Context: an optimization exercise on an open-source flow, tuned for a short achievable clock period and few clock cycles. The choices shown serve that exercise and are no tape-out recipe.
The RTL was checked by simulation tests, not by an equivalence proof against the original design.

### design/flow/run.sh
#!/bin/bash
# synth_recipe.tcl (not shown) runs the flow's synth.tcl, then flattens the netlist and writes it again
# the make line also repeats each setting of config.mk as NAME=value (left out here)
make -C /OpenROAD-flow-scripts/flow DESIGN_CONFIG=/design/flow/config.mk WORK_HOME=/design/flow/orfs CLKGATE_MAP_FILE= SYNTH_SCRIPT=/design/flow/synth_recipe.tcl finish
### design/flow/config.mk
export PLATFORM = sky130hd
export DESIGN_NAME = reconstrutor_caminho
export DESIGN_NICKNAME = reconstrutor_caminho
export VERILOG_FILES = /design/flow/design.v
export SDC_FILE = /design/flow/constraint.sdc
export NUM_CORES = 4
export LEC_CHECK = 0
export ABC_CLOCK_PERIOD_IN_PS = 2000
export CAP_MARGIN = 20
export CORE_MARGIN = 2
export CORE_UTILIZATION = 40
export SETUP_SLACK_MARGIN = 3.5
export SLEW_MARGIN = 20
### design/flow/constraint.sdc
create_clock -name core_clock -period 6.0 [get_ports {clk}]
set_input_delay 1.2000 -clock core_clock [delete_from_list [all_inputs] [get_ports {clk}]]
set_output_delay 1.2000 -clock core_clock [all_outputs]
set_load 0.01 [all_outputs]
### design/flow/design.v
package reconstrutor_caminho_pkg;
  localparam int unsigned ADDR_WIDTH_PADRAO = 8;
  localparam int unsigned GRADE_LADO        = 8;
  localparam int unsigned MAX_PASSOS_PADRAO = GRADE_LADO * GRADE_LADO;
  function automatic integer largura_passos(input integer max_passos);
    largura_passos = $clog2(max_passos + 1);
  endfunction
endpackage
module reconstrutor_caminho
#(
  parameter int unsigned ADDR_WIDTH   = reconstrutor_caminho_pkg::ADDR_WIDTH_PADRAO,
  parameter int unsigned MAX_PASSOS   = reconstrutor_caminho_pkg::MAX_PASSOS_PADRAO,
  parameter int unsigned PASSOS_WIDTH = reconstrutor_caminho_pkg::largura_passos(MAX_PASSOS)
) (
  input  logic                    clk,
  input  logic                    rst,
  input  logic                    anterior_wr_en_in,
  input  logic [ADDR_WIDTH-1:0]   anterior_wr_addr_in,
  input  logic [ADDR_WIDTH-1:0]   anterior_wr_data_in,
  input  logic                    iniciar_in,
  input  logic [ADDR_WIDTH-1:0]   fonte_in,
  input  logic [ADDR_WIDTH-1:0]   destino_in,
  input  logic                    ordem_direta_in,
  output logic [ADDR_WIDTH-1:0]   caminho_data_out,
  output logic                    caminho_valid_out,
  input  logic                    caminho_ready_in,
  output logic                    caminho_ultimo_out,
  output logic                    ocupado_out,
  output logic                    pronto_out,
  output logic                    erro_out,
  output logic [PASSOS_WIDTH-1:0] comprimento_out
);
  localparam int unsigned AW = ADDR_WIDTH;
  localparam int unsigned NN = 2 ** ADDR_WIDTH;
  localparam int unsigned PW = PASSOS_WIDTH;
  localparam int unsigned HW = AW / 2;
  localparam int unsigned LW = AW - HW;
  logic          r_ocupado;
  logic          r_livre;       
  logic          r_andando;     
  logic          r_direta;
  logic [AW-1:0] r_fonte;
  logic [AW-1:0] r_atual;
  logic [NN-1:0] r_oh;          
  logic [PW-1:0] r_passos;      
  logic          r_valid;
  logic          r_vazio;       
  logic          r_ultimo;
  logic [AW-1:0] r_dado;
  logic [PW-1:0] r_idx;         
  logic          r_pronto;
  logic          r_erro;
  logic [PW-1:0] r_comprimento;
  logic [AW-1:0] r_caminho [MAX_PASSOS+1];
  logic [NN-1:0][AW-1:0] r_tabela;
  logic [NN-1:0]         w_morto;
  logic                  w_escreve;
  logic [NN-1:0]         w_wa_oh;
  assign w_escreve = r_livre && anterior_wr_en_in;
  for (genvar y = 0; y < NN; y++) begin : g_ent
    assign w_wa_oh[y] = (anterior_wr_addr_in[AW-1:LW] == HW'(y >> LW)) &&
                        (anterior_wr_addr_in[LW-1:0] == LW'(y));
    always_ff @(posedge clk) begin
      if (w_escreve && w_wa_oh[y]) begin
        r_tabela[y] <= anterior_wr_data_in;
      end
    end
    assign w_morto[y] = (r_tabela[y] == AW'(y));
  end
  logic [AW-1:0] w_prox;
  logic [NN-1:0] w_prox_oh;
  for (genvar y = 0; y < NN; y++) begin : g_dec
    assign w_prox_oh[y] = (w_prox[AW-1:LW] == HW'(y >> LW)) &&
                          (w_prox[LW-1:0] == LW'(y));
  end
  logic [AW-1:0] w_pred;        
  for (genvar b = 0; b < AW; b++) begin : g_le
    logic [NN-1:0] w_col;
    for (genvar y = 0; y < NN; y++) begin : g_y
      assign w_col[y] = r_tabela[y][b];
    end
    assign w_pred[b] = |(r_oh & w_col);
  end
  logic w_fonte, w_fim_morto;   
  assign w_fonte     = (r_atual == r_fonte);
  assign w_fim_morto = |(r_oh & w_morto) || (r_passos == PW'(MAX_PASSOS));
  logic w_avanca;               
  assign w_avanca = r_vazio || caminho_ready_in;
  assign w_prox = r_livre ? destino_in : w_pred;
  always_ff @(posedge clk) begin
    if (r_livre || (r_andando && (r_direta || w_avanca))) begin
      r_oh    <= w_prox_oh;
      r_atual <= w_prox;
    end
  end
  always_ff @(posedge clk) begin
    r_pronto <= 1'b0;
    if (rst) begin
      r_ocupado     <= 1'b0;
      r_livre       <= 1'b1;
      r_andando     <= 1'b0;
      r_valid       <= 1'b0;
      r_vazio       <= 1'b1;
      r_erro        <= 1'b0;
      r_comprimento <= '0;
    end else if (r_livre) begin
      if (iniciar_in) begin
        r_ocupado <= 1'b1;
        r_livre   <= 1'b0;
        r_andando <= 1'b1;
        r_direta  <= ordem_direta_in;
        r_fonte   <= fonte_in;
        r_passos  <= '0;
      end
    end else if (r_andando && r_direta) begin
      r_caminho[r_passos] <= r_atual;
      r_passos <= r_passos + PW'(1);
      r_dado   <= r_fonte;
      r_ultimo <= (r_passos == '0);
      r_idx    <= r_passos - PW'(1);
      if (w_fonte) begin
        r_andando     <= 1'b0;
        r_valid       <= 1'b1;
        r_vazio       <= 1'b0;
        r_erro        <= 1'b0;
        r_comprimento <= r_passos + PW'(1);
      end else if (w_fim_morto) begin
        r_andando <= 1'b0;
        r_erro    <= 1'b1;
        r_ocupado <= 1'b0;
        r_livre   <= 1'b1;
      end
    end else if (r_andando) begin
      if (w_avanca) begin
        r_dado   <= r_atual;
        r_ultimo <= w_fonte;
        r_passos <= r_passos + PW'(1);
        if (w_fonte) begin
          r_andando     <= 1'b0;
          r_valid       <= 1'b1;
          r_vazio       <= 1'b0;
          r_erro        <= 1'b0;
          r_comprimento <= r_passos + PW'(1);
        end else if (w_fim_morto) begin
          r_andando <= 1'b0;
          r_valid   <= 1'b0;
          r_vazio   <= 1'b1;
          r_erro    <= 1'b1;
          r_ocupado <= 1'b0;
          r_livre   <= 1'b1;
        end else begin
          r_valid <= 1'b1;
          r_vazio <= 1'b0;
        end
      end
    end else if (caminho_ready_in) begin
      if (r_ultimo) begin
        r_valid   <= 1'b0;
        r_vazio   <= 1'b1;
        r_ocupado <= 1'b0;
        r_livre   <= 1'b1;
        r_pronto  <= 1'b1;
      end else begin
        r_dado   <= r_caminho[r_idx];
        r_ultimo <= (r_idx == '0);
        r_idx    <= r_idx - PW'(1);
      end
    end
  end
  assign caminho_data_out   = r_dado;
  assign caminho_valid_out  = r_valid;
  assign caminho_ultimo_out = r_ultimo;
  assign ocupado_out        = r_ocupado;
  assign pronto_out         = r_pronto;
  assign erro_out           = r_erro;
  assign comprimento_out    = r_comprimento;
endmodule
==> impl_metrics.yaml, run 1 <==
clocking:
  cts_root_buf: "clkbuf_16"
  cts_made_buffers: 316
  cts.htree.levels: 5
  cts_buffer_depth: 4
  clock_sinks: 2885
  hold_buffers: 0
die:
  io-pin-count: 58
  dieHeight_um: 535
  row_count: 194
  initial_core_util_pct: 40.30
  die_w_um: 535
synth:
  synth-edff-count: 2864
  ys_async_sr_fraction_pct: 0
  synthFlopType: "edfxtp_1"
  avgSynthCellArea_sq_um: 17.18
  synthDistinctLibCells: 71
  syn_inst: 6563
  ys_seq_elements: 2885
  syn_nets: 6604
  syn_area_sq_mm: 0.1128
  ys_seq_area_share_pct: 76.63
  yosysWarnings: 1
global_route:
  globalRouteOverflowTotal: 20
  grt_max_degree: 113
  track_usage_pct: 67.34
outcome:
  failed_stage: "global routing (5_1_grt)"
  outcome: "did not finish"
  tool.error: "[ERROR GRT-0232] Routing congestion too high. Check the congestion heatmap in the GUI."
placement:
  dp.cells: 10470
  io_buffers: 57
  hpwlAfterDp_um: 673500
  globalplace.congestion: 1.465
  post-place-ws_ps: 789.3
-- synthesized netlist by cell type, drive strengths merged (21+ instances only) --
master	number	share of area (%)
nand4	371	2.4
nor3	84	0.37
a22oi	472	3.1
dfxtp	21	0.37
nor4	151	0.84
nand2	223	0.74
nand3b	35	0.23
nor3b	69	0.46
buf	107	0.67
nor2	623	2.2
edfxtp	2864	76
inv	29	0.12
a21oi	28	0.12
nor4b	53	0.41
nand3	114	0.51
or4	47	0.31
nor4bb	40	0.35
nand4b	40	0.31
mux4	168	3.4
a221oi	250	2.0
a22o	248	1.9
clkbuf	275	0.92
-- per-layer routing --
layer | GRT overflow | GRT usage (%)
met5 | 0 | 42.21
met4 | 4 | 57.71
met3 | 0 | 57.16
met2 | 15 | 78.02
met1 | 1 | 70.92
-- kinds of logic after synthesis --
| logic type | synth area share [%] |
|---|---|
| flip-flops | 76.63 |
| AND/OR/NAND/NOR | 10.18 |
| AO/OA/AOI/OAI | 7.806 |
| buffers and inverters | 1.701 |
| multiplexers | 3.507 |
| XOR/XNOR | 0.1475 |
| adder cells (fa/ha/maj) | 0.03328 |
-- through the flow --
step / hold slack (ps) / area (sq um)
2_1_floorplan: 465.6 / 113800
3_5_place_dp: 497.2 / 121900
4_1_cts: 507.5 / 142600
3_3_place_gp: 467.9 / 121600
-- what timing repair did --
action / 4_1_cts
endpoints found under the setup margin: 3122
gates resized for setup: 1301
gates cloned: 26
buffers inserted: 439
pin swaps: 300
-- worst min-delay path by stage --
stage	slack [ps]	to	start
after floorplan	470	flop	r_idx[6]
after global placement	470	r_comprimento[0]	r_comprimento[0]
after detailed placement	500	r_erro	r_erro
after CTS	510	r_erro	r_erro
Testbench counts, summed over its fixed seeds: cycles 53,266.
==> run 2: changes to the inputs <==
--- a/design/flow/config.mk
+++ b/design/flow/config.mk
@@ -8,6 +8,7 @@
 export ABC_CLOCK_PERIOD_IN_PS = 2000
 export CAP_MARGIN = 20
 export CORE_MARGIN = 2
-export CORE_UTILIZATION = 40
+export CORE_UTILIZATION = 47
+export PLACE_DENSITY = 0.58
 export SETUP_SLACK_MARGIN = 3.5
 export SLEW_MARGIN = 20
==> impl_metrics.yaml, run 2 <==
outcome:
  outcome: "did not finish"
  failed_stage: "global routing (5_1_grt)"
  tool.error: "[ERROR GRT-0116] Global routing finished with congestion. Check the congestion regions in the DRC Viewer."
clocking:
  cts.htree.levels: 5
  cts_made_buffers: 319
  cts_buffer_depth: 4
  hold_buffers: 0
  clock_sinks: 2885
  cts_root_buf: "clkbuf_16"
synth:
  avgSynthCellArea_sq_um: 17.18
  yosysWarnings: 1
  syn_area_sq_mm: 0.1128
  synthFlopType: "edfxtp_1"
  synthDistinctLibCells: 71
  syn_nets: 6604
  synth_top_area_share_pct: 76.25
  synthTopCellsByArea: "edfxtp_1 (76%), mux4_2 (3.4%), a22oi_1 (3.1%)"
  synth_common_cells: "edfxtp_1 (2,864), nor2_1 (544), a22oi_1 (472)"
  ys_async_sr_fraction_pct: 0
  ys_seq_elements: 2885
  synth_area_leader_cell: "edfxtp_1"
  syn_inst: 6563
  yosysMostFrequentCell: "edfxtp_1"
  ys_seq_area_share_pct: 76.63
  synth-edff-count: 2864
placement:
  globalplace.congestion: 1.686
  hpwlAfterDp_um: 600600
  io_buffers: 57
  dp.cells: 9850
die:
  die_w_um: 493.9
  io-pin-count: 58
  dieHeight_um: 493.9
  initial_core_util_pct: 47.33
  row_count: 179
global_route:
  globalRouteOverflowTotal: 1858
  grt_max_degree: 103
  grt_first_pass_wirelength_um: 1258000
  grt_pass1_vias: 103100
  track_usage_pct: 79.21
run 2: cell counts after synthesis:
Identical to the previous run, type by type.
run 2: cells by family after synthesis:
kind of cell | after synthesis | synth area share, %
AO/OA/AOI/OAI | 1077 | 7.806
AND/OR/NAND/NOR | 1982 | 10.18
buffers and inverters | 412 | 1.701
multiplexers | 185 | 3.507
XOR/XNOR | 19 | 0.1475
adder cells (fa/ha/maj) | 3 | 0.03328
flip-flops | 2885 | 76.63
run 2: worst max-delay path by stage:
stage                 endpoint  slack [ps]  cells after the start
floorplan           r_atual[0]        3130                      3
global placement     r_oh[201]         260                      9
detailed placement   r_oh[160]         450                     10
CTS                  r_oh[231]        1830                     14
run 2: through the flow:
step	worst slack, ps	util (%)	hold slack [ps]	instance area, sq um
2_1_floorplan	3129	-	465.6	113800
3_3_place_gp	259.8	50.32	499.1	119900
3_5_place_dp	452.0	50.42	490.9	120100
4_1_cts	1833	58.91	511.4	140400
run 2: what timing repair did:
action | in CTS
setup buffers | 457
setup endpoints to repair | 3075
endpoints found under the hold margin | 0
gates resized for setup | 1292
pin swaps | 160
cloned | 24
run 2: metal layers:
layer  track usage (%)  overflow
met1             84.12       242
met2             87.39       810
met4             66.61       550
met5             53.93        23
met3             72.35       233
==> run 3: changes to the inputs <==
--- a/design/flow/design.v
+++ b/design/flow/design.v
@@ -6,6 +6,54 @@
     largura_passos = $clog2(max_passos + 1);
   endfunction
 endpackage
+module rc_ao22i (
+  input  logic a0,
+  input  logic b0,
+  input  logic a1,
+  input  logic b1,
+  output logic y
+);
+  assign y = !((a0 && b0) || (a1 && b1));
+endmodule
+module rc_nand2 (
+  input  logic a,
+  input  logic b,
+  output logic y
+);
+  assign y = !(a && b);
+endmodule
+module rc_nor2 (
+  input  logic a,
+  input  logic b,
+  output logic y
+);
+  assign y = !(a || b);
+endmodule
+module rc_seleciona #(
+  parameter int unsigned N = 256
+) (
+  input  logic [N-1:0] s,
+  input  logic [N-1:0] d,
+  output logic         y
+);
+  localparam int unsigned L = $clog2(N);
+  logic [N-2:0] v;
+  for (genvar i = 0; i < N / 2; i++) begin : g_folha
+    rc_ao22i u (.a0(s[2*i]), .b0(d[2*i]), .a1(s[2*i+1]), .b1(d[2*i+1]), .y(v[i]));
+  end
+  for (genvar k = 1; k < L; k++) begin : g_nivel
+    for (genvar i = 0; i < (N >> (k + 1)); i++) begin : g_no
+      if (k % 2 == 1) begin : g_e
+        rc_nand2 u (.a(v[N - (N >> (k - 1)) + 2*i]), .b(v[N - (N >> (k - 1)) + 2*i + 1]),
+                    .y(v[N - (N >> k) + i]));
+      end else begin : g_ou
+        rc_nor2 u (.a(v[N - (N >> (k - 1)) + 2*i]), .b(v[N - (N >> (k - 1)) + 2*i + 1]),
+                   .y(v[N - (N >> k) + i]));
+      end
+    end
+  end
+  assign y = v[N - 2];
+endmodule
 module reconstrutor_caminho
 #(
   parameter int unsigned ADDR_WIDTH   = reconstrutor_caminho_pkg::ADDR_WIDTH_PADRAO,
@@ -79,11 +127,13 @@
     for (genvar y = 0; y < NN; y++) begin : g_y
       assign w_col[y] = r_tabela[y][b];
     end
-    assign w_pred[b] = |(r_oh & w_col);
+    rc_seleciona #(.N(NN)) u_le (.s(r_oh), .d(w_col), .y(w_pred[b]));
   end
   logic w_fonte, w_fim_morto;   
   assign w_fonte     = (r_atual == r_fonte);
-  assign w_fim_morto = |(r_oh & w_morto) || (r_passos == PW'(MAX_PASSOS));
+  logic w_atual_morto;
+  rc_seleciona #(.N(NN)) u_morto (.s(r_oh), .d(w_morto), .y(w_atual_morto));
+  assign w_fim_morto = w_atual_morto || (r_passos == PW'(MAX_PASSOS));
   logic w_avanca;               
   assign w_avanca = r_vazio || caminho_ready_in;
   assign w_prox = r_livre ? destino_in : w_pred;
--- a/design/flow/config.mk
+++ b/design/flow/config.mk
@@ -8,7 +8,8 @@
 export ABC_CLOCK_PERIOD_IN_PS = 2000
 export CAP_MARGIN = 20
 export CORE_MARGIN = 2
-export CORE_UTILIZATION = 47
-export PLACE_DENSITY = 0.58
+export CORE_UTILIZATION = 40
 export SETUP_SLACK_MARGIN = 3.5
 export SLEW_MARGIN = 20
+export SYNTH_HIERARCHICAL = 1
+export SYNTH_MINIMUM_KEEP_SIZE = 0
==> impl_metrics.yaml, run 3 <==
timing:
  setup-violations-final: 0
  slew_viol_final: 0
  period_share_pct: 53.60
  fmax_mhz: 311.0
  rsz0062_at_grt: "yes"
  finalHoldViolCount: 0
  relSlewSlack_pct: 33.34
  finalCriticalPeriod_ps: 3216
  fin_skew_ps: 95.58
  fin_tns_setup_ps: 0
  worst_pin_slew_ps: 997.5
final_layout:
  finalInstanceArea_sq_mm: 0.1487
  areaGrowthSynthToFinish_pct: 25.04
  largest_reg_flops: 2048
  top_register: "r_tabela"
  mostFrequentLayoutCells: "edfxtp_1 (2,864), a22oi_2 (1,159), nand2_1 (733)"
  n_fill_cell: 24000
  top_regs: "r_tabela x2048, r_caminho x520, r_oh x256"
  fin_util_pct: 50.20
  drive_gt1_share_pct: 42.66
  final_nets: 8226
  final_common_cell: "edfxtp_1"
clocking:
  cts_made_buffers: 300
  cts_root_buf: "clkbuf_16"
  cts_buffer_depth: 4
  cts.clk_slew.worst_paths_ps: 60
  cts_tree: "yes"
  clock_latency_ps: 880
  clock_sinks: 2885
  cts.htree.levels: 5
global_route:
  grt_first_pass_wirelength_um: 508200
  antenna_found_initial: 12
  grt_max_degree: 110
  globalRouteOverflowTotal: 0
  track_usage_pct: 23.20
  grt_pass1_vias: 72520
placement:
  globalplace.congestion: 0.8929
  hpwlAfterDp_um: 209100
  io_buffers: 57
  place_area_sq_mm: 0.1251
synth:
  ys_async_sr_fraction_pct: 0
  avgSynthCellArea_sq_um: 16.57
  syn_area_sq_mm: 0.1189
  synthDistinctLibCells: 50
  synth_top_area_share_pct: 72.30
  yosysMostFrequentCell: "edfxtp_1"
  synthTopCellsByArea: "edfxtp_1 (72%), a22oi_2 (12%), nor2_1 (3.7%)"
  synth_common_cells: "edfxtp_1 (2,864), nor2_1 (1,176), a22oi_2 (1,152)"
  yosysWarnings: 7
  syn_inst: 7179
  synth_area_leader_cell: "edfxtp_1"
  ys_seq_area_share_pct: 72.66
  synth-edff-count: 2864
  ys_seq_elements: 2885
  syn_nets: 7220
  synthFlopType: "edfxtp_1"
worst_setup_path:
  crit_family: "simple AND/OR/NAND/NOR gates"
  slowest_delay_ps: 470
  crit_type: "reg2reg"
  crit_fanout: 6
  slowest_stage: "edfxtp_1"
  worstPathRequired_ps: 6680
  path_buf_inv: 3
  crit_path_start_kind: "flop"
  path_cells: "a22oi_2 > nand2_1 > nor2_1 > nand2_1 > nor2_1 > nand2_2 > nor2_2 > nand2_2 > mux2i_4 > inv_2 > nor2_4 > buf_6 > nand2_8 > buf_16 > nor2_4"
  setup.worst_path.end_class: "flop"
  critical_path_arrival_ps: 3900
detailed_routing:
  drc_errors: 0
  routedWlPerCell_um: 29.18
  dr.pass1.iters: 6
  drt-total-wl_um: 360600
  drt-vias-per-instance: 5.870
  dr.first_iter.drc_count: 8504
  ant_nets: 0
  vias: 72540
outcome:
  outcome: "timing/DRC/antenna clean"
die:
  row_count: 200
  dieHeight_um: 549.3
  initial_core_util_pct: 40.15
  io-pin-count: 58
  dieArea_sq_mm: 0.3018
  coreArea_sq_mm: 0.2963
  die_w_um: 549.3
run:
  maxCapViolations: 0
hold_path:
  hp-class: "reg2reg"
-- run 3: kinds of logic (layout without fill, tap and decap cells) --
| logic type | after synthesis | after routing | synth area share, % |
|---|---|---|---|
| mux | 188 | 188 | 3.201 |
| simple gates | 2732 | 2749 | 10.98 |
| fa+ha+maj | 3 | 3 | 0.03156 |
| other cells | 0 | 7 | 0 |
| xor+xnor | 19 | 19 | 0.1399 |
| buf+inv | 139 | 1356 | 0.5133 |
| compound gates | 1213 | 1213 | 12.48 |
| flops | 2885 | 2885 | 72.66 |
-- run 3: tightest hold or removal path, delay by kind of cell (launching register included) --
family / cells / cell delay (ps)
flip-flops: 1 / 330
AND/OR/NAND/NOR: 1 / 70
multiplexers: 1 / 60
-- run 3: final timing paths --
check | start | endpoint | slack (ps) | cells past startpoint
max | r_oh[58] | r_oh[10] | 2780 | 15
min | r_comprimento[1] | r_comprimento[1] | 510 | 2
max reg2reg | r_oh[58] | r_oh[10] | 2780 | 15
min reg2reg | r_comprimento[1] | r_comprimento[1] | 510 | 2
-- run 3: per-layer routing --
layer  vias to the layer above  wire length [um]  GRT usage, %
li1                      30860                 -             -
met1                     37800            148300         32.13
met2                      3237            167000         36.62
met3                       644             31800         4.342
met4                         2             13480         8.282
met5                         -                13             0
-- run 3: repair_timing --
| item | in CTS | in global routing |
|---|---|---|
| pin swaps | 315 | 206 |
| hold buffers | 0 | 0 |
| endpoints found under the setup margin | 3145 | 2259 |
| cloned | 42 | 1 |
| resized for setup | 1543 | 426 |
| setup buffers | 538 | 96 |
-- run 3: area by class of cell --
| cell class | instances | area (sq um) | share of cell area (%) |
|---|---|---|---|
| multi-input cells | 4172 | 38490 | 25.88 |
| flip-flops and latches | 2885 | 86450 | 58.12 |
| clock buffers | 349 | 7797 | 5.242 |
| diodes | 7 | 17.52 | 0.01178 |
| well taps | 3939 | 4928 | 3.314 |
| clock inverters | 181 | 2036 | 1.369 |
| repair buffers | 810 | 8946 | 6.015 |
| inverters | 16 | 73.82 | 0.04963 |
-- run 3: Yosys stat by module (local to each module, per instance), a selection --
module / copies in the design / flops+latches / cells inside / area (sq um)
rc_nand2: 765 / 0 / 1 / 3.754
rc_ao22i: 1152 / 0 / 1 / 12.51
reconstrutor_caminho: 1 / 2885 / 4884 / 100200
rc_nor2: 378 / 0 / 1 / 3.754
-- run 3: per-stage QoR --
stage | std cells | setup WS, ps | hold slack, ps
2_1_floorplan | 7179 | 2351 | 498.3
3_3_place_gp | 11140 | 1056 | 494.0
3_5_place_dp | 11150 | 1198 | 492.0
4_1_cts | 12260 | 2964 | 508.3
5_1_grt | 12360 | 2809 | 517.0
6_report | 12360 | 2784 | 505.9
Testbench counts of run 3, summed over its fixed seeds: cycles 53,266.
==> run 4: changes to the inputs <==
--- a/design/flow/config.mk
+++ b/design/flow/config.mk
@@ -8,7 +8,8 @@
 export ABC_CLOCK_PERIOD_IN_PS = 2000
 export CAP_MARGIN = 20
 export CORE_MARGIN = 2
-export CORE_UTILIZATION = 40
+export CORE_UTILIZATION = 65
+export PLACE_DENSITY = 0.75
 export SETUP_SLACK_MARGIN = 3.5
 export SLEW_MARGIN = 20
 export SYNTH_HIERARCHICAL = 1
==> impl_metrics.yaml, run 4 <==
synth:
  syn_inst: 7179
  synthFlopType: "edfxtp_1"
  synth_top_area_share_pct: 72.30
  synthTopCellsByArea: "edfxtp_1 (72%), a22oi_2 (12%), nor2_1 (3.7%)"
  synth-edff-count: 2864
  synth_common_cells: "edfxtp_1 (2,864), nor2_1 (1,176), a22oi_2 (1,152)"
  synthDistinctLibCells: 50
  yosysMostFrequentCell: "edfxtp_1"
  ys_seq_area_share_pct: 72.66
  ys_async_sr_fraction_pct: 0
  yosysWarnings: 7
  syn_nets: 7220
  syn_area_sq_mm: 0.1189
  avgSynthCellArea_sq_um: 16.57
  synth_area_leader_cell: "edfxtp_1"
  ys_seq_elements: 2885
global_route:
  antenna_found_initial: 13
  globalRouteOverflowTotal: 0
  grt_max_degree: 125
  grt_first_pass_wirelength_um: 506000
  grt_pass1_vias: 74180
  track_usage_pct: 37.91
final_layout:
  largest_reg_flops: 2048
  drive_gt1_share_pct: 42.80
  multi_input_area_sq_mm: 0.03880
  final_common_cell: "edfxtp_1"
  mostFrequentLayoutCells: "edfxtp_1 (2,864), a22oi_2 (1,159), nand2_1 (739)"
  top_regs: "r_tabela x2048, r_caminho x520, r_oh x256"
  n_fill_cell: 8746
  finalInstanceArea_sq_mm: 0.1468
  final-seq-area_sq_mm: 0.08645
  areaGrowthSynthToFinish_pct: 23.44
  final_nets: 8251
  top_register: "r_tabela"
hold_path:
  hold_path_end: "r_erro"
  hp-class: "reg2reg"
  holdPathStages: 2
  min_from: "r_erro"
timing:
  period_share_pct: 57.11
  finalCriticalPeriod_ps: 3426
  worst_pin_slew_ps: 1078
  rsz0062_at_grt: "yes"
  fmax_mhz: 291.9
  fin_tns_setup_ps: 0
  setup-violations-final: 0
  fin_skew_ps: 58.00
  relSlewSlack_pct: 28.10
  slew_viol_final: 0
  finalHoldViolCount: 0
die:
  io-pin-count: 58
  row_count: 157
  initial_core_util_pct: 65.18
  coreArea_sq_mm: 0.1825
  dieHeight_um: 431.8
  die_w_um: 431.8
  dieArea_sq_mm: 0.1864
placement:
  io_buffers: 57
  place_area_sq_mm: 0.1231
  hpwlAfterDp_um: 195300
  globalplace.congestion: 0.9533
worst_setup_path:
  setup.worst_path.end_class: "flop"
  critical_path_arrival_ps: 4210
  crit_family: "simple AND/OR/NAND/NOR gates"
  timing.rr.start: "r_oh[109]"
  path_buf_inv: 6
  crit_path_start_kind: "flop"
  worst-r2r-setup-slack_ps: 2570
  crit_fanout: 8
  r2r_end: "r_oh[18]"
  crit_type: "reg2reg"
  crit_top_cell: "buf_6"
  path_cells: "buf_6 > buf_6 > buf_4 > buf_6 > a22oi_2 > nand2_1 > nor2_2 > nand2_2 > nor2_4 > nand2_1 > nor2_1 > nand2_2 > mux2i_4 > inv_2 > nor2_4 > buf_12 > nand2_8 > nor2_2"
  worstPathRequired_ps: 6780
  slowest_delay_ps: 460
  slowest_stage: "edfxtp_1"
  reg2reg_depth: 18
outcome:
  outcome: "timing/DRC/antenna clean"
detailed_routing:
  drt-vias-per-instance: 7.012
  routedWlPerCell_um: 33.88
  dr.first_iter.drc_count: 11280
  drt-total-wl_um: 366100
  vias: 75780
  dr.pass1.iters: 8
  ant_nets: 0
  drc_errors: 0
clocking:
  cts.htree.levels: 5
  clock_sinks: 2885
  cts.clk_slew.worst_paths_ps: 60
  cts_made_buffers: 300
  cts_buffer_depth: 4
  cts_tree: "yes"
  cts_root_buf: "clkbuf_16"
  clock_latency_ps: 980
  hold_buffers: 0
run:
  maxCapViolations: 0
==> run 4: changes by cell type in the layout (fill, tap and decap cells not counted), sizes merged, moves of 4 or more <==
cell / before / now
bufbuf: 5 / 0
clkinv: 116 / 92
inv: 31 / 23
buf: 774 / 806
dlygate4sd2: 5 / 1
bufinv: 38 / 26
clkbuf: 353 / 365
dlymetal6s2s: 2 / 6
clkinvlp: 12 / 19
==> run 4: tightest hold or removal path: stages (launching register included) <==
cell	delay [ps]
dfxtp_2	330
nor2_1	110
nor3_1	50
==> run 4: what timing repair did <==
action,CTS,global route
gates cloned,37,0
pin swaps,282,166
resized for setup,1446,580
endpoints found under the setup margin,2909,2557
setup buffers,535,149
==> run 4: metal layers <==
layer  routed length, um  track usage (%)  up-vias
li1                    -                -    30850
met5                  57                0        -
met2              167600            58.50     5849
met1              125600            49.51    37720
met3               47280            9.651     1351
met4               25560            21.63       10
==> run 4: kinds of logic after synthesis <==
kind of cell	Yosys count	share of synthesized area (%)
adder cells (fa/ha/maj)	3	0.03156
AO/OA/AOI/OAI	1213	12.48
buffers and inverters	139	0.5133
XOR/XNOR	19	0.1399
flip-flops	2885	72.66
AND/OR/NAND/NOR	2732	10.98
multiplexers	188	3.201
==> run 4: metrics by stage <==
step | setup slack [ps] | cells | util [%] | hold WS [ps]
floorplan | 2351 | 7179 | - | 498.3
global placement | 1548 | 9570 | 67.42 | 477.1
detailed placement | 1489 | 9572 | 67.45 | 493.7
CTS | 3016 | 10650 | 78.40 | 502.6
global route | 2527 | 10800 | 80.45 | 558.5
finish | 2574 | 10810 | 80.46 | 531.9
==> run 4: final cells by class <==
cell class              count  area share [%]
diodes                      8         0.01363
clock buffers             363           5.382
flip-flops and latches   2885           58.88
repair buffers            835           6.251
inverters                  16         0.05283
multi-input cells        4172           26.43
clock inverters           144          0.9655
well taps                2385           2.032
==> run 4: how the worst max path moves through the flow <==
stage                                      start             end  cells past startpoint
after floorplan                 caminho_ready_in      r_atual[0]                      3
after global placement    anterior_wr_addr_in[1]   r_tabela[759]                      6
final                                  r_oh[109]        r_oh[18]                     18
after global routing                   r_oh[109]        r_oh[18]                     18
after detailed placement  anterior_wr_addr_in[1]   r_tabela[753]                      6
after CTS                 anterior_wr_addr_in[4]  r_tabela[1780]                      4
==> run 4: Yosys stat by module, one instance, submodules excluded, excerpt <==
module / area, sq um / times used / cells / flops+latches
rc_ao22i: 12.51 / 1152 / 1 / 0
reconstrutor_caminho: 100200 / 1 / 4884 / 2885
rc_nand2: 3.754 / 765 / 1 / 0
rc_nor2: 3.754 / 378 / 1 / 0
==> run 5: changes to the inputs <==
--- a/design/flow/design.v
+++ b/design/flow/design.v
@@ -14,6 +14,15 @@
   output logic y
 );
   assign y = !((a0 && b0) || (a1 && b1));
+endmodule
+module rc_ao22 (
+  input  logic a0,
+  input  logic b0,
+  input  logic a1,
+  input  logic b1,
+  output logic y
+);
+  assign y = (a0 && b0) || (a1 && b1);
 endmodule
 module rc_nand2 (
   input  logic a,
@@ -99,6 +108,7 @@
   logic          r_pronto;
   logic          r_erro;
   logic [PW-1:0] r_comprimento;
+  logic [PW-1:0] r_len;         
   logic [AW-1:0] r_caminho [MAX_PASSOS+1];
   logic [NN-1:0][AW-1:0] r_tabela;
   logic [NN-1:0]         w_morto;
@@ -117,10 +127,6 @@
   end
   logic [AW-1:0] w_prox;
   logic [NN-1:0] w_prox_oh;
-  for (genvar y = 0; y < NN; y++) begin : g_dec
-    assign w_prox_oh[y] = (w_prox[AW-1:LW] == HW'(y >> LW)) &&
-                          (w_prox[LW-1:0] == LW'(y));
-  end
   logic [AW-1:0] w_pred;        
   for (genvar b = 0; b < AW; b++) begin : g_le
     logic [NN-1:0] w_col;
@@ -130,18 +136,32 @@
     rc_seleciona #(.N(NN)) u_le (.s(r_oh), .d(w_col), .y(w_pred[b]));
   end
   logic w_fonte, w_fim_morto;   
-  assign w_fonte     = (r_atual == r_fonte);
+  logic w_pred_fonte;           
+  assign w_fonte      = (r_atual == r_fonte);
+  assign w_pred_fonte = (w_pred == r_fonte);
   logic w_atual_morto;
   rc_seleciona #(.N(NN)) u_morto (.s(r_oh), .d(w_morto), .y(w_atual_morto));
   assign w_fim_morto = w_atual_morto || (r_passos == PW'(MAX_PASSOS));
   logic w_avanca;               
   assign w_avanca = r_vazio || caminho_ready_in;
-  assign w_prox = r_livre ? destino_in : w_pred;
+  logic          w_segue;
+  logic [AW-1:0] w_outro;
+  assign w_segue = !r_livre && !(r_andando && !r_direta && !w_avanca);
+  assign w_outro = r_livre ? destino_in : r_atual;
+  assign w_prox  = w_segue ? w_pred : w_outro;
+  logic [NN-1:0] w_pred_oh;
+  logic [NN-1:0] w_outro_oh;
+  for (genvar y = 0; y < NN; y++) begin : g_sel
+    assign w_pred_oh[y]  = (w_pred[AW-1:LW] == HW'(y >> LW)) &&
+                           (w_pred[LW-1:0] == LW'(y));
+    assign w_outro_oh[y] = (w_outro[AW-1:LW] == HW'(y >> LW)) &&
+                           (w_outro[LW-1:0] == LW'(y));
+    rc_ao22 u_sel (.a0(w_segue), .b0(w_pred_oh[y]), .a1(!w_segue), .b1(w_outro_oh[y]),
+                   .y(w_prox_oh[y]));
+  end
   always_ff @(posedge clk) begin
-    if (r_livre || (r_andando && (r_direta || w_avanca))) begin
-      r_oh    <= w_prox_oh;
-      r_atual <= w_prox;
-    end
+    r_oh    <= w_prox_oh;
+    r_atual <= w_prox;
   end
   always_ff @(posedge clk) begin
     r_pronto <= 1'b0;
@@ -166,17 +186,16 @@
       r_caminho[r_passos] <= r_atual;
       r_passos <= r_passos + PW'(1);
       r_dado   <= r_fonte;
-      r_ultimo <= (r_passos == '0);
-      r_idx    <= r_passos - PW'(1);
-      if (w_fonte) begin
-        r_andando     <= 1'b0;
-        r_valid       <= 1'b1;
-        r_vazio       <= 1'b0;
-        r_erro        <= 1'b0;
-        r_comprimento <= r_passos + PW'(1);
+      r_ultimo <= w_fonte;
+      r_idx    <= r_passos;
+      r_len    <= w_fonte ? PW'(1) : r_passos + PW'(2);
+      r_erro   <= w_fim_morto && !w_fonte;
+      if (w_fonte || (!w_fim_morto && w_pred_fonte)) begin
+        r_andando <= 1'b0;
+        r_valid   <= 1'b1;
+        r_vazio   <= 1'b0;
       end else if (w_fim_morto) begin
         r_andando <= 1'b0;
-        r_erro    <= 1'b1;
         r_ocupado <= 1'b0;
         r_livre   <= 1'b1;
       end
@@ -185,12 +204,12 @@
         r_dado   <= r_atual;
         r_ultimo <= w_fonte;
         r_passos <= r_passos + PW'(1);
+        r_len    <= r_passos + PW'(1);
         if (w_fonte) begin
           r_andando     <= 1'b0;
           r_valid       <= 1'b1;
           r_vazio       <= 1'b0;
           r_erro        <= 1'b0;
-          r_comprimento <= r_passos + PW'(1);
         end else if (w_fim_morto) begin
           r_andando <= 1'b0;
           r_valid   <= 1'b0;
@@ -210,6 +229,7 @@
         r_ocupado <= 1'b0;
         r_livre   <= 1'b1;
         r_pronto  <= 1'b1;
+        r_comprimento <= r_len;
       end else begin
         r_dado   <= r_caminho[r_idx];
         r_ultimo <= (r_idx == '0);
==> impl_metrics.yaml, run 5 <==
outcome:
  outcome: "timing/DRC/antenna clean"
timing:
  worst_pin_slew_ps: 1163
  relSlewSlack_pct: 22.46
  fin_skew_ps: 54.15
  slew_viol_final: 0
  period_share_pct: 52.86
  setup-violations-final: 0
  finalCriticalPeriod_ps: 3171
  finalHoldViolCount: 0
  fmax_mhz: 315.3
  rsz0062_at_grt: "yes"
  fin_tns_setup_ps: 0
final_layout:
  top_regs: "r_tabela x2048, r_caminho x520, r_oh x256"
  stdcell_count: 11220
  final_nets: 8549
  mostFrequentLayoutCells: "edfxtp_1 (2,607), a22oi_2 (1,152), nand2_1 (743)"
  top_register: "r_tabela"
  finalInstanceArea_sq_mm: 0.1474
  fin_util_pct: 79.64
  n_fill_cell: 9524
  largest_reg_flops: 2048
  drive_gt1_share_pct: 40.94
  areaGrowthSynthToFinish_pct: 22.09
  final_common_cell: "edfxtp_1"
clocking:
  cts_root_buf: "clkbuf_16"
  cts.clk_slew.worst_paths_ps: 70
  clock_sinks: 2892
  cts_made_buffers: 301
  cts_buffer_depth: 4
  clock_latency_ps: 960
  cts_tree: "yes"
  hold_buffers: 0
  cts.htree.levels: 5
synth:
  ys_async_sr_fraction_pct: 0
  synthDistinctLibCells: 63
  synth_common_cells: "edfxtp_1 (2,607), nor2_1 (1,409), a22oi_2 (1,152)"
  avgSynthCellArea_sq_um: 15.25
  synth_top_area_share_pct: 64.85
  ys_seq_elements: 2892
  synth_area_leader_cell: "edfxtp_1"
  synth_xor_xnor_area_share_pct: 0.1959
  synth-edff-count: 2607
  synthFlopType: "edfxtp_1"
  syn_nets: 7960
  syn_area_sq_mm: 0.1207
  yosysMostFrequentCell: "edfxtp_1"
  yosysWarnings: 7
  synth_fa_ha_area_share_pct: 0.08292
  synthTopCellsByArea: "edfxtp_1 (65%), a22oi_2 (12%), dfxtp_1 (4.7%)"
  synth_top_family_by_area: "compound AO/OA/AOI/OAI gates"
  ys_seq_area_share_pct: 69.58
  syn_inst: 7914
  muxShareOfSynthArea_pct: 3.018
  synth-compound-area-share_pct: 14.58
  yosys.area_share.simple_pct: 11.82
die:
  initial_core_util_pct: 65.24
  dieHeight_um: 434.9
  coreArea_sq_mm: 0.1850
  dieArea_sq_mm: 0.1892
  io-pin-count: 58
  row_count: 158
  die_w_um: 434.9
placement:
  io_buffers: 57
  dp.cells: 10380
  globalplace.congestion: 0.9608
  place_area_sq_mm: 0.1253
  hpwlAfterDp_um: 212500
detailed_routing:
  drt-total-wl_um: 390600
  dr.first_iter.drc_count: 12260
  dr.pass1.iters: 7
  drc_errors: 0
  drt-vias-per-instance: 7.159
  routedWlPerCell_um: 34.81
  ant_nets: 0
  vias: 80320
global_route:
  antenna_found_initial: 16
  grt_first_pass_wirelength_um: 538800
  grt_pass1_vias: 77950
  track_usage_pct: 39.51
  globalRouteOverflowTotal: 0
  grt_max_degree: 145
worst_setup_path:
  critical_path_arrival_ps: 4000
  setup.worst_path.end_class: "flop"
  crit_path_start_kind: "flop"
  slowest_stage: "edfxtp_1"
  crit_type: "reg2reg"
  slowest_delay_ps: 440
  reg2reg_depth: 15
  crit_fanout: 7
  path_cells: "a22oi_2 > nand2_1 > nor2_4 > nand2_1 > nor2_2 > nand2_2 > nor2_1 > nand2_1 > buf_12 > xnor2_4 > nand4_1 > nor3_4 > nor3_2 > a21oi_2 > a211oi_2"
  crit_top_cell: "nand2_1"
  worstPathRequired_ps: 6830
hold_path:
  hp-class: "reg2reg"
  holdPathStages: 2
run:
  maxCapViolations: 0
[run 5: cell count changes in the layout (fill, tap and decap cells not counted), moves of 56 or more]
cell / delta
a22o_1: +256
buf_4: -369
dfxtp_2: +199
edfxtp_1: -257
nor2_1: +202
nor2_4: +56
[run 5: cell families after synthesis]
kind of cell / count (synthesis)
compound gates: 1553
xor+xnor: 27
fa+ha+maj: 8
buf+inv: 197
flops: 2892
mux: 199
simple gates: 3038
[run 5: final cells by class]
cell class / instances / area [sq um] / area share [%]
Antenna cell: 15 / 37.54 / 0.02547
Clock buffer: 386 / 8322 / 5.647
Clock inverter: 139 / 1583 / 1.074
Inverter: 26 / 113.9 / 0.07726
Multi-Input combinational cell: 4840 / 43690 / 29.64
Sequential cell: 2892 / 84470 / 57.31
Tap cell: 2480 / 3103 / 2.106
Timing Repair Buffer: 441 / 6053 / 4.107
Timing Repair inverter: 1 / 8.758 / 0.005943
[run 5: through the flow]
stage | hold slack, ps | setup WS (ps)
after floorplan | 471.3 | 1738
after detailed placement | 449.0 | 1561
final | 470.1 | 2829
after global routing | 495.6 | 2835
after global placement | 447.7 | 1694
after CTS | 461.1 | 3194
[run 5: timing repair]
item	4_1_cts	5_1_grt
endpoints found under the setup margin	2891	2366
buffers inserted	194	73
gates resized for setup	1908	481
hold endpoints to repair	0	0
gates cloned	33	4
pin swaps	304	261
[run 5: final timing paths]
kind | endpoint | startpoint | slack (ps)
setup reg to reg | r_andando | r_tabela[404] | 2830
hold / removal | r_comprimento[1] | r_comprimento[1] | 470
setup / recovery | r_andando | r_tabela[404] | 2830
hold reg to reg | r_comprimento[1] | r_comprimento[1] | 470
[run 5: layer usage]
metal  global-route usage (%)  vias to the layer above  wire (um)  share of wire (%)
li1                         -                    32560          -                  -
met2                    58.78                     6232     174600                 45
met1                    52.25                    40090     136100                 35
met3                    12.05                     1430      54070                 14
met4                    22.26                        8      25730                6.6
met5                        0                        -         70              0.018
[run 5: modules after synthesis (local to each module, per instance), a selection]
module	area, sq um	copies in the design	flip-flops and latches
reconstrutor_caminho	99760	1	2892
rc_ao22	8.758	256	0
rc_nand2	3.754	765	0
rc_nor2	3.754	378	0
rc_ao22i	12.51	1152	0
[run 5: worst max-delay path, delay by kind of cell, from the launching register on]
kind	cells	cell delay [ps]
xor gates and xnor gates	1	160
and+or+nand+nor	10	1760
buffers and inverters	1	190
AOI/OAI and AO/OA	3	510
DFF	1	440
Testbench counts of run 5, summed over its fixed seeds: cycles 52,800.
==> run 6: changes to the inputs <==
--- a/design/flow/config.mk
+++ b/design/flow/config.mk
@@ -8,8 +8,7 @@
 export ABC_CLOCK_PERIOD_IN_PS = 2000
 export CAP_MARGIN = 20
 export CORE_MARGIN = 2
-export CORE_UTILIZATION = 65
-export PLACE_DENSITY = 0.75
+export CORE_UTILIZATION = 40
 export SETUP_SLACK_MARGIN = 3.5
 export SLEW_MARGIN = 20
 export SYNTH_HIERARCHICAL = 1
==> impl_metrics.yaml, run 6 <==
final_layout:
  areaGrowthSynthToFinish_pct: 22.80
  mostFrequentLayoutCells: "edfxtp_1 (2,607), a22oi_2 (1,152), nand2_1 (818)"
  top_register: "r_tabela"
  drive_gt1_share_pct: 38.61
  final-seq-area_sq_mm: 0.08433
  finalInstanceArea_sq_mm: 0.1482
  fin_util_pct: 49.41
  final_nets: 8554
  largest_reg_flops: 2048
  top_regs: "r_tabela x2048, r_caminho x520, r_oh x256"
  final_common_cell: "edfxtp_1"
  multi_input_area_sq_mm: 0.04260
  n_fill_cell: 24550
detailed_routing:
  ant_nets: 0
  drc_errors: 0
  dr.first_iter.drc_count: 8542
  dr.pass1.iters: 6
  routedWlPerCell_um: 31.05
  drt-vias-per-instance: 6.031
  vias: 76750
  drt-total-wl_um: 395100
worst_setup_path:
  r2r_end: "r_oh[202]"
  crit_fanout: 9
  endpoint: "r_oh[202]"
  crit_start: "r_oh[62]"
  worst-r2r-setup-slack_ps: 2860
  slowest_delay_ps: 400
  crit_path_start_kind: "flop"
  critical_path_arrival_ps: 3930
  path_buf_inv: 5
  path_depth: 17
  worstPathRequired_ps: 6790
  crit_family: "simple AND/OR/NAND/NOR gates"
  crit_top_cell: "nor2_4"
  crit_type: "reg2reg"
  path_cells: "a22oi_2 > nand2_1 > nor2_2 > nand2_2 > nor2_4 > nand2_2 > nor2_4 > nand2_8 > buf_6 > buf_8 > buf_12 > nor2b_4 > buf_4 > buf_4 > nand2_8 > nor2_4 > a22o_1"
  reg2reg_depth: 17
  setup.worst_path.end_class: "flop"
  slowest_stage: "dfxtp_4"
  timing.rr.start: "r_oh[62]"
global_route:
  grt_max_degree: 162
  grt_first_pass_wirelength_um: 553100
  track_usage_pct: 24.92
  antenna_found_initial: 15
  globalRouteOverflowTotal: 0
  grt_pass1_vias: 76140
synth:
  synth_area_leader_cell: "edfxtp_1"
  synth_top_family_by_area: "compound AO/OA/AOI/OAI gates"
  ys_seq_area_share_pct: 69.58
  ys_seq_elements: 2892
  synth_common_cells: "edfxtp_1 (2,607), nor2_1 (1,409), a22oi_2 (1,152)"
  syn_area_sq_mm: 0.1207
  synth-compound-area-share_pct: 14.58
  syn_inst: 7914
  synthFlopType: "edfxtp_1"
  muxShareOfSynthArea_pct: 3.018
  yosysWarnings: 7
  synth-edff-count: 2607
  synthDistinctLibCells: 63
  avgSynthCellArea_sq_um: 15.25
  synth_top_area_share_pct: 64.85
  yosys.area_share.simple_pct: 11.82
  syn_nets: 7960
  ys_async_sr_fraction_pct: 0
  synthTopCellsByArea: "edfxtp_1 (65%), a22oi_2 (12%), dfxtp_1 (4.7%)"
  synth_fa_ha_area_share_pct: 0.08292
  synth_xor_xnor_area_share_pct: 0.1959
  yosysMostFrequentCell: "edfxtp_1"
clocking:
  cts_buffer_depth: 4
  cts_tree: "yes"
  cts.htree.levels: 5
  cts_root_buf: "clkbuf_16"
  cts.clk_slew.worst_paths_ps: 60
  cts_made_buffers: 306
  clock_latency_ps: 920
  clock_sinks: 2892
die:
  io-pin-count: 58
  dieHeight_um: 553.3
  initial_core_util_pct: 40.23
  coreArea_sq_mm: 0.3000
  die_w_um: 553.3
  row_count: 201
  dieArea_sq_mm: 0.3062
timing:
  fin_tns_setup_ps: 0
  worst_hold_slack_ps: 462.7
  finalHoldViolCount: 0
  setup-violations-final: 0
  finalCriticalPeriod_ps: 3139
  relSlewSlack_pct: 20.08
  period_share_pct: 52.31
  fin_skew_ps: 81.46
  fmax_mhz: 318.6
  slew_viol_final: 0
  worst_pin_slew_ps: 1199
  rsz0062_at_grt: "yes"
run:
  maxCapViolations: 0
placement:
  globalplace.congestion: 0.8977
  place_area_sq_mm: 0.1274
  io_buffers: 57
  hpwlAfterDp_um: 231100
outcome:
  outcome: "timing/DRC/antenna clean"
hold_path:
  hp-class: "reg2reg"
==> run 6: cell counts after synthesis <==
Identical to the previous run, type by type.
==> run 6: worst min-delay path by stage <==
| stage | cells past startpoint | startpoint | to |
|---|---|---|---|
| 5_1_grt | 2 | r_comprimento[2] | r_comprimento[2] |
| 3_5_place_dp | 2 | r_comprimento[2] | r_comprimento[2] |
| 6_report | 2 | r_comprimento[2] | r_comprimento[2] |
| 4_1_cts | 2 | r_comprimento[2] | r_comprimento[2] |
| 2_1_floorplan | 2 | r_len[0] | r_comprimento[0] |
| 3_3_place_gp | 2 | r_comprimento[5] | r_comprimento[5] |
==> run 6: cell type report <==
| class | instances | area share, % |
|---|---|---|
| multi-input combinational | 4839 | 28.74 |
| tap | 3958 | 3.341 |
| antenna | 4 | 0.006753 |
| clock inverter | 181 | 1.411 |
| clock buffer | 383 | 5.605 |
| timing repair buffer | 443 | 3.933 |
| inverter | 26 | 0.07681 |
| sequential | 2892 | 56.89 |
==> run 6: metal layers <==
layer  share of wire [%]  up-vias  wire (um)  track usage [%]
li1                    -    32620          -                -
met1                  39    39190     153100            32.37
met2                  46     3952     181900            39.44
met3                 8.9      979      35270            4.364
met4                 6.3        2      24850            14.28
met5              0.0033        -         13                0
==> run 6: worst min-delay path: cells and delay by family, from the launching register on <==
kind / cells / cell delay [ps]
AND/OR/NAND/NOR: 1 / 50
flip-flops: 1 / 320
AO/OA/AOI/OAI: 1 / 50
==> run 6: modules after synthesis (local to each module, per instance), excerpt <==
module                copies in the design  cells  flops+latches  area, sq um
reconstrutor_caminho                     1   5363           2892        99760
rc_ao22i                              1152      1              0        12.51
rc_ao22                                256      1              0        8.758
rc_nand2                               765      1              0        3.754
rc_nor2                                378      1              0        3.754
==> run 6: metrics by stage <==
step	worst slack (ps)	cells
floorplan	1738	7914
global placement	1508	11880
detailed placement	1440	11880
CTS	2938	12660
global route	2821	12720
finish	2861	12730
==> run 6: repair_timing <==
item | 4_1_cts | 5_1_grt
setup endpoints to repair | 2887 | 2626
pin swaps | 198 | 122
cloned | 31 | 11
setup buffers | 184 | 52
gates resized for setup | 1611 | 391
hold buffers | 0 | 0
==> run 6: logic make-up after synthesis <==
kind of cell / after synthesis
and+or+nand+nor: 3038
DFF: 2892
AOI/OAI and AO/OA: 1553
muxes: 199
buffers and inverters: 197
xor gates and xnor gates: 27
adders and majority gates: 8
==> run 7: changes to the inputs <==
--- a/design/flow/config.mk
+++ b/design/flow/config.mk
@@ -8,7 +8,7 @@
 export ABC_CLOCK_PERIOD_IN_PS = 2000
 export CAP_MARGIN = 20
 export CORE_MARGIN = 2
-export CORE_UTILIZATION = 40
+export CORE_UTILIZATION = 33
 export SETUP_SLACK_MARGIN = 3.5
 export SLEW_MARGIN = 20
 export SYNTH_HIERARCHICAL = 1
==> impl_metrics.yaml, run 7 <==
synth:
  muxShareOfSynthArea_pct: 3.018
  yosys.area_share.simple_pct: 11.82
  yosysWarnings: 7
  syn_nets: 7960
  syn_area_sq_mm: 0.1207
  synth-edff-count: 2607
  ys_seq_elements: 2892
  synthDistinctLibCells: 63
  synth_area_leader_cell: "edfxtp_1"
  avgSynthCellArea_sq_um: 15.25
  synthFlopType: "edfxtp_1"
  synth_common_cells: "edfxtp_1 (2,607), nor2_1 (1,409), a22oi_2 (1,152)"
  ys_seq_area_share_pct: 69.58
  synth-compound-area-share_pct: 14.58
  synthTopCellsByArea: "edfxtp_1 (65%), a22oi_2 (12%), dfxtp_1 (4.7%)"
  synth_fa_ha_area_share_pct: 0.08292
  syn_inst: 7914
  synth_xor_xnor_area_share_pct: 0.1959
  synth_top_family_by_area: "compound AO/OA/AOI/OAI gates"
  synth_top_area_share_pct: 64.85
  yosysMostFrequentCell: "edfxtp_1"
  ys_async_sr_fraction_pct: 0
timing:
  fin_tns_setup_ps: 0
  rsz0062_at_grt: "yes"
  fmax_mhz: 337.3
  fin_skew_ps: 62.92
  setup-violations-final: 0
  finalCriticalPeriod_ps: 2965
  period_share_pct: 49.41
  worst_pin_slew_ps: 1366
  slew_viol_final: 0
  worst_hold_slack_ps: 464.0
  finalHoldViolCount: 0
  relSlewSlack_pct: 8.256
global_route:
  track_usage_pct: 20.38
  grt_busiest_layer: "met2"
  antenna_found_initial: 20
  use_met2_pct: 32.96
  grt_max_degree: 147
  globalRouteOverflowTotal: 0
  grt_first_pass_wirelength_um: 551700
  use_met3_pct: 4.499
  grt_pass1_vias: 76460
  use_met1_pct: 25.34
worst_setup_path:
  path_buf_inv: 3
  setup.worst_path.end_class: "flop"
  crit_type: "reg2reg"
  crit_path_start_kind: "flop"
  slowest_stage: "edfxtp_1"
  crit_family: "simple AND/OR/NAND/NOR gates"
  crit_top_cell: "nor2_4"
  worst-r2r-setup-slack_ps: 3040
  critical_path_arrival_ps: 3760
  slowest_delay_ps: 420
  path_cells: "a22oi_2 > nand2_2 > nor2_4 > nand2_4 > nor2_4 > nand2_4 > nor2_4 > nand2_8 > buf_12 > nor2_4 > buf_12 > nand3_4 > buf_8 > nor2_4 > a22o_1"
  crit_fanout: 7
  worstPathRequired_ps: 6800
final_layout:
  top_register: "r_tabela"
  stdcell_count: 13590
  multi_input_area_sq_mm: 0.04305
  mostFrequentLayoutCells: "edfxtp_1 (2,607), a22oi_2 (1,152), nand2_1 (797)"
  n_fill_cell: 32420
  top_regs: "r_tabela x2048, r_caminho x520, r_oh x256"
  final_nets: 8566
  areaGrowthSynthToFinish_pct: 24.10
  drive_gt1_share_pct: 39.27
  final_common_cell: "edfxtp_1"
  final-seq-area_sq_mm: 0.08437
  largest_reg_flops: 2048
clocking:
  cts_buffer_depth: 4
  cts_root_buf: "clkbuf_16"
  cts.clk_slew.worst_paths_ps: 60
  cts_made_buffers: 304
  hold_buffers: 0
  clock_sinks: 2892
  cts_tree: "yes"
  clock_latency_ps: 930
  cts.htree.levels: 5
detailed_routing:
  drc_errors: 0
  dr.first_iter.drc_count: 8153
  vias: 76140
  drt-vias-per-instance: 5.602
  ant_nets: 0
  drt-total-wl_um: 392500
  dr.pass1.iters: 6
  routedWlPerCell_um: 28.88
die:
  die_w_um: 608.8
  initial_core_util_pct: 33.07
  dieHeight_um: 608.8
  io-pin-count: 58
  dieArea_sq_mm: 0.3706
  row_count: 222
  coreArea_sq_mm: 0.3650
hold_path:
  hp-class: "reg2reg"
placement:
  hpwlAfterDp_um: 229000
  dp.cells: 12730
  io_buffers: 57
  globalplace.congestion: 0.9020
run:
  maxCapViolations: 0
outcome:
  outcome: "timing/DRC/antenna clean"
run 7: timing repair:
| action | 4_1_cts | 5_1_grt |
|---|---|---|
| endpoints found under the setup margin | 2871 | 2031 |
| pin swaps | 227 | 222 |
| gates resized for setup | 1663 | 468 |
| gates cloned | 30 | 1 |
| buffers inserted | 191 | 82 |
run 7: worst paths after layout:
| check | endpoint | startpoint | cells past startpoint |
|---|---|---|---|
| max | r_oh[19] | r_tabela[611] | 15 |
| min reg2reg | r_comprimento[1] | r_comprimento[1] | 2 |
| max reg2reg | r_oh[19] | r_tabela[611] | 15 |
| min | r_comprimento[1] | r_comprimento[1] | 2 |
run 7: modules after synthesis, one instance, submodules excluded, a selection:
module | cell area [sq um] | copies in the design
rc_nor2 | 3.754 | 378
rc_ao22i | 12.51 | 1152
rc_nand2 | 3.754 | 765
reconstrutor_caminho | 99760 | 1
rc_ao22 | 8.758 | 256
run 7: layout make-up:
cell class	instances	share of cell area [%]
Antenna cell	4	0.006682
Clock buffer	397	5.511
Clock inverter	161	1.115
Inverter	26	0.07600
Multi-Input combinational cell	4842	28.74
Sequential cell	2892	56.32
Tap cell	4816	4.022
Timing Repair Buffer	454	4.211
run 7: metrics by stage:
| step | worst slack, ps | utilization, % | area, sq um |
|---|---|---|---|
| after global routing | 3023 | 41.04 | 149800 |
| after CTS | 3135 | 40.24 | 146900 |
| final | 3035 | 41.04 | 149800 |
| after detailed placement | 1265 | 35.19 | 128400 |
| after floorplan | 1738 | - | 121300 |
| after global placement | 1369 | 35.19 | 128400 |
run 7: logic make-up (layout without fill, tap and decap cells):
family                   after synthesis  after routing
XOR/XNOR                              27             27
buffers and inverters                197           1038
flip-flops                          2892           2892
other                                  0              4
AND/OR/NAND/NOR                     3038           3053
AO/OA/AOI/OAI                       1553           1555
multiplexers                         199            199
adder cells (fa/ha/maj)                8              8
run 7: tightest hold or removal path, cell delays in order (launching register included):
cell	delay, ps
dfxtp_2	320
nand2_1	50
a21oi_1	50
run 7: metal layers:
metal  wire (um)  vias up
met1      153100    38920
met4       24950        2
met2      182700     3583
li1            -    32660
met5           9        -
met3       31770      984
==> run 8: changes to the inputs <==
--- a/design/flow/config.mk
+++ b/design/flow/config.mk
@@ -8,7 +8,8 @@
 export ABC_CLOCK_PERIOD_IN_PS = 2000
 export CAP_MARGIN = 20
 export CORE_MARGIN = 2
-export CORE_UTILIZATION = 33
+export CORE_UTILIZATION = 40
+export PLACE_DENSITY = 0.7
 export SETUP_SLACK_MARGIN = 3.5
 export SLEW_MARGIN = 20
 export SYNTH_HIERARCHICAL = 1
==> impl_metrics.yaml, run 8 <==
final_layout:
  areaGrowthSynthToFinish_pct: 21.98
  mostFrequentLayoutCells: "edfxtp_1 (2,607), a22oi_2 (1,152), nand2_1 (822)"
  top_register: "r_tabela"
  largest_reg_flops: 2048
  final_nets: 8507
  drive_gt1_share_pct: 37.43
  final_common_cell: "edfxtp_1"
  top_regs: "r_tabela x2048, r_caminho x520, r_oh x256"
placement:
  post-place-ws_ps: 1217
  globalplace.congestion: 0.9334
  hpwlAfterDp_um: 218800
  io_buffers: 57
synth:
  avgSynthCellArea_sq_um: 15.25
  ys_async_sr_fraction_pct: 0
  syn_nets: 7960
  muxShareOfSynthArea_pct: 3.018
  synth_fa_ha_area_share_pct: 0.08292
  synth_area_leader_cell: "edfxtp_1"
  syn_area_sq_mm: 0.1207
  yosysMostFrequentCell: "edfxtp_1"
  synth-edff-count: 2607
  synth_common_cells: "edfxtp_1 (2,607), nor2_1 (1,409), a22oi_2 (1,152)"
  synth_xor_xnor_area_share_pct: 0.1959
  ys_seq_elements: 2892
  ys_seq_area_share_pct: 69.58
  synthFlopType: "edfxtp_1"
  yosys.area_share.simple_pct: 11.82
  synth-compound-area-share_pct: 14.58
  synth_top_area_share_pct: 64.85
  synth_top_family_by_area: "compound AO/OA/AOI/OAI gates"
  synthDistinctLibCells: 63
  synthTopCellsByArea: "edfxtp_1 (65%), a22oi_2 (12%), dfxtp_1 (4.7%)"
  syn_inst: 7914
  yosysWarnings: 7
die:
  initial_core_util_pct: 40.23
  row_count: 201
  coreArea_sq_mm: 0.3000
  dieHeight_um: 553.3
  dieArea_sq_mm: 0.3062
  io-pin-count: 58
  die_w_um: 553.3
worst_setup_path:
  timing.rr.start: "r_tabela[534]"
  r2r_end: "r_andando"
  crit_start: "r_tabela[534]"
  worstPathRequired_ps: 6690
  critical_path_arrival_ps: 3810
  crit_path_start_kind: "flop"
  crit_type: "reg2reg"
  setup.worst_path.end_class: "flop"
  worst-r2r-setup-slack_ps: 2870
  reg2reg_depth: 15
  crit_fanout: 2
timing:
  setup-violations-final: 0
  slew_viol_final: 0
  fin_tns_setup_ps: 0
  finalHoldViolCount: 0
  relSlewSlack_pct: 6.202
  finalCriticalPeriod_ps: 3125
  rsz0062_at_grt: "yes"
  fin_ws_ps: 2875
  worst_pin_slew_ps: 1396
  fin_skew_ps: 99.13
  fmax_mhz: 320.0
  period_share_pct: 52.08
clocking:
  cts.clk_slew.worst_paths_ps: 60
  cts_tree: "yes"
  clock_latency_ps: 880
  clock_sinks: 2892
  cts_root_buf: "clkbuf_16"
  cts_buffer_depth: 4
  cts.htree.levels: 5
  hold_buffers: 0
  cts_made_buffers: 295
hold_path:
  holdPathStages: 2
  min_from: "r_comprimento[6]"
  hp-class: "reg2reg"
  hold_path_end: "r_comprimento[6]"
detailed_routing:
  drt-vias-per-instance: 6.163
  dr.pass1.iters: 6
  drc_errors: 0
  dr.first_iter.drc_count: 10760
  vias: 78090
  drt-total-wl_um: 380600
  routedWlPerCell_um: 30.04
  ant_nets: 0
outcome:
  outcome: "timing/DRC/antenna clean"
global_route:
  grt_pass1_vias: 76580
  grt_max_degree: 118
  antenna_found_initial: 17
  grt_first_pass_wirelength_um: 532100
  track_usage_pct: 23.59
  globalRouteOverflowTotal: 0
run:
  maxCapViolations: 0
## run 8: cell counts after synthesis
No cell type changed its count.
## run 8: layer usage
metal,global-route usage [%],part of all wire [%]
met1,29.48,36
met2,37.32,46
met3,5.303,11
met4,14.52,6.9
met5,0,0.013
## run 8: cell type report
class / count / area, sq um
clock buffers: 391 / 8317
flip-flops and latches: 2892 / 84240
repair inverters: 1 / 11.26
diodes: 15 / 37.54
clock inverters: 142 / 1526
well taps: 3958 / 4952
fillers: 24120 / 152800
repair buffers: 409 / 5572
multi-input cells: 4836 / 42460
inverters: 26 / 123.9
## run 8: cell families (layout without fill, tap and decap cells)
logic type | Yosys count | count (layout)
mux | 199 | 199
simple gates | 3038 | 3048
fa+ha+maj | 8 | 8
flops | 2892 | 2892
buf+inv | 197 | 969
xor+xnor | 27 | 27
compound gates | 1553 | 1554
other cells | 0 | 15
## run 8: worst max-delay path by stage
stage                    endpoint  slack, ps  cells after the start
global route             r_oh[42]       2900                     16
finish                  r_andando       2870                     15
floorplan                 r_oh[0]       1740                      5
CTS                     r_andando       3020                     14
detailed placement  r_tabela[109]       1220                      6
global placement    r_tabela[876]       1270                      6
## run 8: per-module statistics from Yosys, one instance, submodules excluded, excerpt
module,cells,copies in the design,flops+latches
rc_ao22,1,256,0
rc_ao22i,1,1152,0
rc_nand2,1,765,0
rc_nor2,1,378,0
reconstrutor_caminho,5363,1,2892
## run 8: worst max-delay path: stages (launching register included)
cell and delay [ps]:
edfxtp_1 420, nor4b_4 160, and4b_1 220, a22oi_2 230
nand2_2 110, nor2_4 190, nand2_4 150, nor2_4 150
nand2_4 80, nor2_4 290, nand2_4 150, a31o_4 250
nor3_4 220, nor3_2 80, a21oi_2 180, a211oi_2 80
## run 8: what timing repair did
action / in CTS / in global routing
pin swaps: 147 / 197
gates cloned: 25 / 13
setup buffers: 159 / 59
endpoints found under the setup margin: 2878 / 2422
gates resized for setup: 1435 / 497
## run 8: metrics by stage
stage | hold WS (ps) | instances | area, sq um | util (%)
3_5_place_dp | 454.1 | 11870 | 127300 | 42.44
2_1_floorplan | 471.3 | 7914 | 121300 | -
4_1_cts | 467.4 | 12580 | 144400 | 48.14
6_report | 467.8 | 12670 | 147200 | 49.08
3_3_place_gp | 450.9 | 11870 | 127300 | 42.43
5_1_grt | 493.0 | 12660 | 147200 | 49.07

## separate check: timing with driven ports
How much do the figures lean on ideal ports? The routed layouts below were timed once more, with nothing changed but the port constraints. Step 1 (the two cells are an assumption about what drives the block):
set clk [get_ports {clk}]
set_driving_cell -lib_cell sky130_fd_sc_hd__clkbuf_16 $clk
set_driving_cell -lib_cell sky130_fd_sc_hd__buf_2 [delete_from_list [all_inputs] $clk]
Step 2 adds t to the input delays and takes it off the output delays; t is the mean of the earliest and latest rising clock arrival at the registers after step 1. Input paths then give back, and output paths get back, about the clock's delay inside the block. Three values: ideal ports, drivers, drivers and shift; two values: the first two.
run	shift t [ns]	slack for setup (ns)	pins driven straight from the clock port
run 3	0.936	2.784 / 2.784 / 2.412	1
run 4	1.041	2.574 / 2.574 / 2.077	1
run 5	1.019	2.829 / 2.829 / 2.194	1
run 6	0.979	2.861 / 2.861 / 2.183	1
run 7	1.039	3.035 / 3.035 / 2.190	1
run 8	0.928	2.875 / 2.875 / 2.215	1
After both steps every run listed still meets setup and hold. For run 7, which loses most, drivers alone change the setup slack by 0.000 ns; drivers and shift together by -0.845 ns.
